Source: an optimization exercise on an open RTL-to-GDS flow (aim: small area and a short achievable clock period). Production flows keep margins and buffers that such runs may drop. The RTL was checked by simulation tests, not by an equivalence proof against the original design. The clock input has no modelled driver; a real chip could not lean on it and would need a root buffer or a full tree. Power is estimated from default activity; no workload was simulated.

## alpha
## strawman_rx_fsm
module strawman_rx_fsm #(
  parameter int DATA_LINE_WIDTH = 40,
  parameter int WORD_SIZE       = 32,
  parameter int TIMEOUT_CYCLES  = 64
) (
  input  logic                       clk,
  input  logic                       rst,
  input  logic [DATA_LINE_WIDTH-1:0] i_flit,
  input  logic                       i_flit_valid,
  output logic [1075:0]              o_protocol_bus,
  output logic                       o_valid,
  input  logic                       i_ready,
  output logic                       o_err,
  output logic                       o_overflow,
  output logic                       o_busy
);
  if (DATA_LINE_WIDTH != 40 || WORD_SIZE != 32 || TIMEOUT_CYCLES < 1) begin : g_bad_cfg
    $error("strawman_rx_fsm: unsupported parameter set");
  end
  logic r_ex, r_dat, r_done, r_busy;
  logic r_valid, r_err, r_ovf;
  logic        rx_mode;
  logic [2:0]  rx_cmd, rx_len;
  logic        rx_azero;           
  logic [31:0] rx_addr;
  logic [5:0]  rx_f1, rx_f2;
  logic [1023:0] rx_data;
  logic [4:0]  r_cnt;
  logic        ob_mode;
  logic [2:0]  ob_cmd, ob_len;
  logic [31:0] ob_addr;
  logic [5:0]  ob_f1, ob_f2;
  logic [1023:0] ob_data;
  logic w_hdr, w_bad, w_good, w_last, w_dwe, w_exwe, w_load, w_hold;
  logic [2:0] h_cmd, h_len;
  logic h_mode;
  assign h_mode = i_flit[0];
  assign h_cmd  = i_flit[4:2];
  assign h_len  = i_flit[7:5];
  assign w_hdr  = !r_busy && i_flit_valid && i_flit[1];
  assign w_bad  = h_cmd > 3'd2 || h_len > 3'd5;
  assign w_good = w_hdr && !w_bad;
  assign w_last = r_cnt == 5'((6'd1 << rx_len) - 6'd1);
  assign w_dwe  = r_dat && i_flit_valid;
  assign w_exwe = r_ex && i_flit_valid;
  assign w_load = r_done && (!r_valid || i_ready);
  assign w_hold = r_valid && !i_ready;
  always_ff @(posedge clk) begin
    if (rst) begin
      r_ex    <= 1'b0;
      r_dat   <= 1'b0;
      r_done  <= 1'b0;
      r_busy  <= 1'b0;
      r_valid <= 1'b0;
      r_err   <= 1'b0;
      r_ovf   <= 1'b0;
    end else begin
      r_ex    <= w_good ? (h_mode && h_cmd != 3'd2) : (r_ex && !i_flit_valid);
      r_dat   <= w_good ? (h_cmd != 3'd0 && !(h_mode && h_cmd != 3'd2)) :
                 w_exwe ? (rx_cmd != 3'd0) : (r_dat && !(i_flit_valid && w_last));
      r_done  <= w_good ? (!h_mode && h_cmd == 3'd0) :
                 (w_exwe && rx_cmd == 3'd0) || (w_dwe && w_last);
  ...
For scale: roughly 2200 flip-flops, about 1100 I/O pins, ~0.066 sq mm of cells after synthesis.
clock: 5.0 ns
lec_check: 0
cap_margin: 20
core_margin: 2
core_utilization: 40
setup_slack_margin: 2.95
slew_margin: 20
standard.sh (not shown) runs the stock make flow with config.mk's settings and CLKGATE_MAP_FILE= SYNTH_SCRIPT=/design/flow/synth_recipe.tcl, a recipe that flattens the netlist after the stock synthesis.
==> flow/flow/run.sh <==
#!/bin/bash
cp standard.sh standard.sh.txt
export BUFFER_PORTS_ARGS="-buffer_cell sky130_fd_sc_hd__buf_2"
export PRE_CTS_TCL="$(pwd)/flow/cts_hook.tcl"
export MCTS_REGIONS=4
export MCTS_CLUSTER=30
bash standard.sh MATCH_CELL_FOOTPRINT=0 finish > standard.log 2>&1
Other scripts of this flow, unchanged in this note and not shown: flow/flow/cts_hook.tcl, flow/flow/mcts.tcl
alpha: done, clean on timing, DRC and antenna
Setup changes, alpha to beta
- SETUP_SLACK_MARGIN: 2.95 -> 2.7
Results
- beta ended with every stage complete and zero timing, DRC or antenna violations.
- alpha closes out successfully: all stages finished, all timing, DRC and antenna checks passed.
- A endpoint of the worst setup timing path of ob_data[873] is what alpha shows, while ob_data[758] belongs to beta.
- alpha → beta: internal power component closely matched the old numbers; clock period minus worst slack increased by 130 ps relative to the old numbers; first-pass GRT wire length decreased by 7300 um relative to the old numbers.
- Changes observed in beta relative to alpha: summed negative setup slack over all endpoints about even, critical path depth about even.
- | setup slack | beta vs alpha | 130 ps lower |
- Fill cell total of the finished layout up 5.9% in beta wrt alpha
- Between beta and alpha, the combinational power figures differ only marginally.
No run of this note takes its clock network from TritonCTS; it comes from the design's own scripts or RTL.

---

## try-quartz
strawman_rx_fsm again, from the RTL that the note above started with.
// strawman_rx_fsm
module strawman_rx_fsm #(
  parameter int DATA_LINE_WIDTH = 40,
  parameter int WORD_SIZE       = 32,
  parameter int TIMEOUT_CYCLES  = 64
) (
  input  logic                       clk,
  input  logic                       rst,
  input  logic [DATA_LINE_WIDTH-1:0] i_flit,
  input  logic                       i_flit_valid,
  output logic [1075:0]              o_protocol_bus,
  output logic                       o_valid,
  input  logic                       i_ready,
  output logic                       o_err,
  output logic                       o_overflow,
  output logic                       o_busy
);
export LEC_CHECK = 0
export CAP_MARGIN = 20
export CORE_MARGIN = 2
export CORE_UTILIZATION = 40
export PLACE_DENSITY = 0.45
export SETUP_SLACK_MARGIN = 2.8
export SLEW_MARGIN = 20
create_clock -name core_clock -period 5.0 [get_ports {clk}]
Scripts as last shown in full above: flow/flow/run.sh
Other scripts of this flow, unchanged in this note and not shown: flow/flow/cts_hook.tcl, flow/flow/mcts.tcl
Per the final summary, try-quartz finished and its layout is clean on timing, DRC and antenna.
Changes in try-zinc relative to try-quartz:
Settings: clearing PLACE_DENSITY, which used to be 0.45; swapping 2.8 for 3.05 in SETUP_SLACK_MARGIN.
- The cell area of try-zinc exceeds that of try-quartz by 15%.
- The run showing the greater normalized max-slew margin is try-quartz.
- Taking try-quartz as the reference point, the area added between synthesis and finish of try-zinc rises by 18 points.
- try-zinc ended up with a lower routed wire length than try-quartz did.
- try-zinc vs try-quartz — reported combinational group power climbed by a few percent
- A leading cell type in the layout, fill and taps excluded of sky130_fd_sc_hd__a22o_1 is what try-zinc shows, while sky130_fd_sc_hd__dfxtp_1 belongs to try-quartz.
What try-raven does differently from try-zinc at the input level:
Settings: SETUP_SLACK_MARGIN: 3.05 -> 2.8.
--- a/flow/flow/run.sh
+++ b/flow/flow/run.sh
@@ -6,2 +6,4 @@
 export MCTS_CLUSTER=30
+export PRE_RESIZE_TCL="$(pwd)/flow/resize_hook.tcl"
+export MAX_FANOUT_LIMIT=32
 bash standard.sh MATCH_CELL_FOOTPRINT=0 finish > standard.log 2>&1
==> flow/flow/resize_hook.tcl (new file) <==
# PRE_RESIZE hook: limit fanout, so that repair_design builds buffer trees for the
# high-fanout control nets (the output register's load and hold, the receive buffer's
# keep and word enables) instead of long chains of large buffers.
set_max_fanout $::env(MAX_FANOUT_LIMIT) [current_design]
--- outcome ---
Taking try-zinc as the reference, in try-raven count of filler cells inserted in the layout higher; cell area lower; weighted congestion reported at the end of routability-driven placement about even; fraction of area in multi-input gates shows an increase of 2.8 points. [compare] base=try-zinc new=try-raven: register fraction of the total cell area now larger; non-filler instance count after layout now smaller; detailed route wirelength on metal2 went down. [compare] base=try-zinc new=try-raven: highest achievable clock rate went down by about 5%, power was more or less identical.
Edits applied to the flow inputs when going from try-raven to try-umber:
--- a/flow/flow/run.sh
+++ b/flow/flow/run.sh
@@ -7,3 +7,3 @@
 export PRE_RESIZE_TCL="$(pwd)/flow/resize_hook.tcl"
-export MAX_FANOUT_LIMIT=32
+export MAX_FANOUT_LIMIT=16
 bash standard.sh MATCH_CELL_FOOTPRINT=0 finish > standard.log 2>&1
--- outcome ---
Count of mapped cells out of synthesis came out exactly the same in try-umber and try-raven.
Setup slack of the critical path after layout was lower in the run labelled try-umber.
Comparing try-raven with try-umber, the routed via count divided by cell count came out essentially unchanged.
On post-route total power: try-umber sits above try-raven.
When try-umber is set beside try-raven, its normalized max-slew margin turns out to be 7.0 points larger.
Compare try-umber and try-raven | actual transition at the worst max-transition pin lower: try-umber
Max freq try-raven -> try-umber: degraded
try-umber does worse than try-raven on worst slack at placement.
Diff try-umber and try-raven: via count of the first global-routing pass higher in try-umber
Setup changes, try-umber to try-sierra
Settings: CORE_UTILIZATION now 50, was 40.
--- a/flow/flow/run.sh
+++ b/flow/flow/run.sh
@@ -6,4 +6,2 @@
 export MCTS_CLUSTER=30
-export PRE_RESIZE_TCL="$(pwd)/flow/resize_hook.tcl"
-export MAX_FANOUT_LIMIT=16
 bash standard.sh MATCH_CELL_FOOTPRINT=0 finish > standard.log 2>&1
removed: flow/flow/resize_hook.tcl
==> results.txt <==
- try-sierra ends up with higher worst-case register-to-register setup slack than try-umber does.
- try-sierra vs. try-umber: die footprint down 20%, power share of the combinational group down 0.9 points.
- Taking try-umber as the reference, in try-sierra cell area moved down; standard-cell row count saw a decrease.
- Sort try-umber and try-sierra by starting density of the core desc -> top: try-sierra
- Relative to try-umber, leakage power of the design has decreased by 8.6% in try-sierra.
- Summary of the comparison: power consumption is lower in try-sierra, relative to try-umber.
- The worst hold slack of try-umber and that of try-sierra are within noise of each other.
- As of try-sierra, largest net degree at the start of global routing had risen by more than 100% compared to try-umber.
In every run of this note, the design's own scripts or RTL, not TritonCTS, make the clock network.

[port drivers added, routing unchanged]
How much do the figures lean on ideal ports? The routed layouts below were timed once more, with nothing changed but the port constraints. Step 1 sets driving cells, clkbuf_16 on the clock port and buf_2 on the other inputs (assumed; they add their load-dependent delay and slew). Step 2 moves the port delays by t, midway between the first and last clock arrival at a register: inputs arrive t later, outputs are due t later. That takes back most of the time a late clock gives input paths. a / b / c = ideal ports / drivers / drivers and shift; a / b = the first two.
run | t, ns | setup WS [ns] | worst setup path after step 2 | worst data-port slew with drivers (ns)
alpha | 0.757 | 2.834 / 2.699 / 2.158 | input to register | 0.22
beta | 0.747 | 2.706 / 2.550 / 2.016 | input to register | 0.26
try-quartz | 0.770 | 2.810 / 2.616 / 2.109 | input to register | 0.20
try-zinc | 0.780 | 2.905 / 2.700 / 2.367 | input to register | 0.13
try-raven | 0.764 | 2.798 / 2.603 / 2.100 | input to register | 0.25
try-umber | 0.781 | 2.661 / 2.587 / 1.985 | input to register | 0.26
try-sierra | 0.736 | 2.759 / 2.622 / 2.077 | input to register | 0.26
After both steps every run listed still meets setup and hold. For try-quartz, which loses most, drivers alone change the setup slack by -0.194 ns; drivers and shift together by -0.701 ns.
